This design comes from an exercise in tuning for small area, a short achievable clock period and few clock cycles on the open sky130 flow, not from production work. The RTL was checked by simulation tests, not by an equivalence proof against the original design.

Setup of trial 52:
Design bitmap_range_allocator_core, start of the top module:
module bitmap_range_allocator_core #(
	parameter int WORD_W = 64
) (
	input  logic                       clk,
	input  logic                       arst_n,
	input  logic                       cfg_we,
	input  logic [bra_pkg::IDX_W-1:0]  cfg_wdata,
	input  logic                       req_valid,
	output logic                       req_ready,
	input  logic [bra_pkg::MODE_W-1:0] req_mode,
	input  logic [bra_pkg::IDX_W-1:0]  req_position,
	input  logic [bra_pkg::IDX_W-1:0]  req_length,
	input  logic                       req_bit_value,
	output logic                       rsp_valid,
	input  logic                       rsp_ready,
	output logic [bra_pkg::IDX_W-1:0]  rsp_found_index,
	output logic [bra_pkg::IDX_W-1:0]  rsp_tally,
	output logic                       rsp_flag,
	output logic [bra_pkg::STAT_W-1:0] rsp_status
);
==> flow/config.mk <==
export PLATFORM = sky130hd
export DESIGN_NAME = bitmap_range_allocator_core
export DESIGN_NICKNAME = bitmap_range_allocator_core
export VERILOG_FILES = /design/flow/design.v
export SDC_FILE = /design/flow/constraint.sdc
export NUM_CORES = 4
export LEC_CHECK = 0
export CAP_MARGIN = 20
export CORE_MARGIN = 2
export CORE_UTILIZATION = 40
export SETUP_SLACK_MARGIN = 1.5
export SLEW_MARGIN = 20
==> flow/constraint.sdc <==
create_clock -name core_clock -period 9.0 [get_ports {clk}]
set_input_delay 1.8000 -clock core_clock [delete_from_list [all_inputs] [get_ports {clk}]]
set_output_delay 1.8000 -clock core_clock [all_outputs]
set_load 0.01 [all_outputs]
run.sh (not shown) runs the stock make flow with config.mk's settings and CLKGATE_MAP_FILE= SYNTH_SCRIPT=/design/flow/synth_recipe.tcl, a recipe that flattens the netlist after the stock synthesis.
Testbench counts of trial 52, summed over its fixed seeds: cycles 13,665.
Inputs modified between trial 52 and trial 25:
-- flow/design.v --
<<< trial 52, line 169
	logic [2:0]          s_ld [K], s_tr [K], s_mx [K];
	logic                sk_q;          
	logic [2:0]          fl_q;          
	logic [10:0]         o_found, o_tally;
	logic                o_flag;
>>> trial 25, line 169
	logic [2:0]          s_ld [K], s_tr [K], s_mx [K];
	logic                sk_q;          
	logic [10:0]         o_found, o_tally;
	logic                o_flag;
<<< trial 52, line 243
	logic          skip_on;
	logic [KW-1:0] wp_nx;
	assign skip_on = sk_q && (op_q == bra_pkg::OP_FF || op_q == bra_pkg::OP_AL);
	assign wp_nx   = skip_on ? nxt : wp_q + 1'b1;
	assign cont  = busy && wvalid && (op_q != bra_pkg::OP_IMM) && (skip_on ? has_nxt : (wp_q != lw_q));
>>> trial 25, line 242
	logic          skip_on;
	logic [KW-1:0] wp_nx;
	assign skip_on = sk_q && (op_q == bra_pkg::OP_FF || op_q == bra_pkg::OP_AL || op_q == bra_pkg::OP_BF);
	assign wp_nx   = skip_on ? nxt : wp_q + 1'b1;
	assign cont  = busy && wvalid && (op_q != bra_pkg::OP_IMM) && (skip_on ? has_nxt : (wp_q != lw_q));
<<< trial 52, line 368
				end else begin
					stay = bf_int && (bf_more || pre_may);
					fin  = is_last && !stay;
					if (bf_pre) begin
						have_n = 1'b1;
>>> trial 25, line 367
				end else begin
					stay = bf_int && (bf_more || pre_may);
					fin  = (skip_on ? !has_nxt : is_last) && !stay;
					if (bf_pre) begin
						have_n = 1'b1;
<<< trial 52, line 418
		w_mx = len_code(mx_ge);
	end
	logic [K-1:0]  cw, xok;
	logic [KW-1:0] nxt;
	logic          has_nxt;
	always_comb begin
		for (int x = 0; x < K; x++) begin
			if (x == 0) xok[x] = 1'b0;
			else xok[x] = (s_tr[x-1] != 3'd0) && (s_ld[x] != 3'd0) && ((s_tr[x-1] >= fl_q) || (s_ld[x] >= fl_q));
		end
		for (int x = 0; x < K; x++) begin
			cw[x] = (s_mx[x] > fl_q) || xok[x] || ((x < K - 1) && xok[(x < K - 1) ? x + 1 : x]);
			cw[x] = cw[x] && (KW'(x) > wp_q) && (KW'(x) <= lw_q);
		end
		nxt     = '0;
		has_nxt = 1'b0;
		for (int x = K - 1; x >= 0; x--) begin
			if (cw[x]) begin
				nxt     = KW'(x);
				has_nxt = 1'b1;
>>> trial 25, line 417
		w_mx = len_code(mx_ge);
	end
	logic [K-1:0]  cw, xok, cw_q, xk;
	logic [KW-1:0] nxt;
	logic          has_nxt;
	logic [2:0]    e_ld [K], e_tr [K], e_mx [K];
	logic [2:0]    d_fl;
	always_comb begin
		d_fl = d_n[6] ? 3'd6 : d_n[5] ? 3'd5 : d_n[4] ? 3'd4 : d_n[3] ? 3'd3
		     : d_n[2] ? 3'd2 : d_n[1] ? 3'd1 : 3'd0;
		for (int x = 0; x < K; x++) begin
			e_ld[x] = (m_we && wp_q == KW'(x)) ? w_ld : s_ld[x];
			e_tr[x] = (m_we && wp_q == KW'(x)) ? w_tr : s_tr[x];
			e_mx[x] = (m_we && wp_q == KW'(x)) ? w_mx : s_mx[x];
		end
		for (int x = 0; x < K; x++) begin
			if (x == 0) xok[x] = 1'b0;
			else xok[x] = (e_tr[x-1] != 3'd0) && (e_ld[x] != 3'd0) && ((e_tr[x-1] >= d_fl) || (e_ld[x] >= d_fl));
		end
		for (int x = 0; x < K; x++) begin
			if (x == 0) xk[x] = 1'b0;
			else xk[x] = (e_tr[x-1] != 3'd0) && (e_ld[x] != 3'd0);
		end
		for (int x = 0; x < K; x++) begin
			if (d_op == bra_pkg::OP_BF)
				cw[x] = (e_mx[x] > d_fl) || xk[x] || ((x < K - 1) && xk[(x < K - 1) ? x + 1 : x])
				     || ((x > 0) && (e_tr[(x > 0) ? x - 1 : x] > d_fl));
			else
				cw[x] = (e_mx[x] > d_fl) || xok[x] || ((x < K - 1) && xok[(x < K - 1) ? x + 1 : x]);
		end
	end
	always_comb begin
		nxt     = '0;
		has_nxt = 1'b0;
		for (int x = K - 1; x >= 0; x--) begin
			if (cw_q[x] && (KW'(x) > wp_q) && (KW'(x) <= lw_q)) begin
				nxt     = KW'(x);
				has_nxt = 1'b1;
<<< trial 52, line 527
			xm_q    <= (fword ^ {W{!d_v}}) & q_mask;
			rn_q    <= {1'b0, d_n};
			sk_q    <= (d_op == bra_pkg::OP_FF || d_op == bra_pkg::OP_AL) && !d_v && (d_n <= 11'(W));
			fl_q    <= d_n[6] ? 3'd6 : d_n[5] ? 3'd5 : d_n[4] ? 3'd4 : d_n[3] ? 3'd3
			         : d_n[2] ? 3'd2 : d_n[1] ? 3'd1 : 3'd0;
			ps_q    <= 11'({q_pos[LW+KW-1:LW], {LW{1'b0}}});
		end else if (busy && !wvalid) begin
>>> trial 25, line 544
			xm_q    <= (fword ^ {W{!d_v}}) & q_mask;
			rn_q    <= {1'b0, d_n};
			sk_q    <= (d_op == bra_pkg::OP_FF || d_op == bra_pkg::OP_AL || d_op == bra_pkg::OP_BF)
			        && !d_v && (d_n <= 11'(W));
			cw_q    <= cw;
			ps_q    <= 11'({q_pos[LW+KW-1:LW], {LW{1'b0}}});
		end else if (busy && !wvalid) begin
<<< trial 52, line 564
			end
			have_q <= have_n;
			b_q    <= b_n;
			at_q   <= at_n;
		end
	end
	assign rsp_found_index = o_found;
>>> trial 25, line 581
			end
			have_q <= have_n;
			at_q   <= at_n;
		end
	end
	always_ff @(posedge clk) begin
		if (adv) b_q <= b_n;
	end
	assign rsp_found_index = o_found;
For share of the synthesized area in compound gates (AO/OA/AOI/OAI), trial 52 and trial 25 come out practically identical. Re final worst-path cycle share: trial 25 is 3.8 points up on trial 52. Comparing post-route minimum period for trial 52 and trial 25, the bigger number came from trial 25. Of trial 52 and trial 25, trial 52 shows the lower flip-flop and latch count, with trial 25 above it.
Testbench counts of trial 25, summed over its fixed seeds: cycles 12,866.

port drivers added, routing unchanged:
In the flow no input, the clock included, has a driving cell. The finished layouts below were timed again as built, in two steps.
Step 1, drivers: a clkbuf_16 drives clk and a buf_2 each remaining input, both assumed.
Step 2, shift: input delay + t, output delay - t, t = (earliest + latest rising clock arrival at the registers) / 2. This alone moves slack from input paths to output paths.
a / b / c = ideal / step 1 / step 2; a / b = the first two.
run | t (ns) | slack for setup (ns) | slew at the worst register clock pin (ns) | worst data-port slew with drivers (ns) | cell pins on the clock port's net
trial 52 | 0.936 | 1.384 / 1.384 / 1.384 | 0.09 / 0.09 | 0.09 | 1
trial 25 | 0.936 | 1.044 / 1.044 / 1.044 | 0.07 / 0.07 | 0.14 | 1
After both steps every run listed still meets setup and hold.
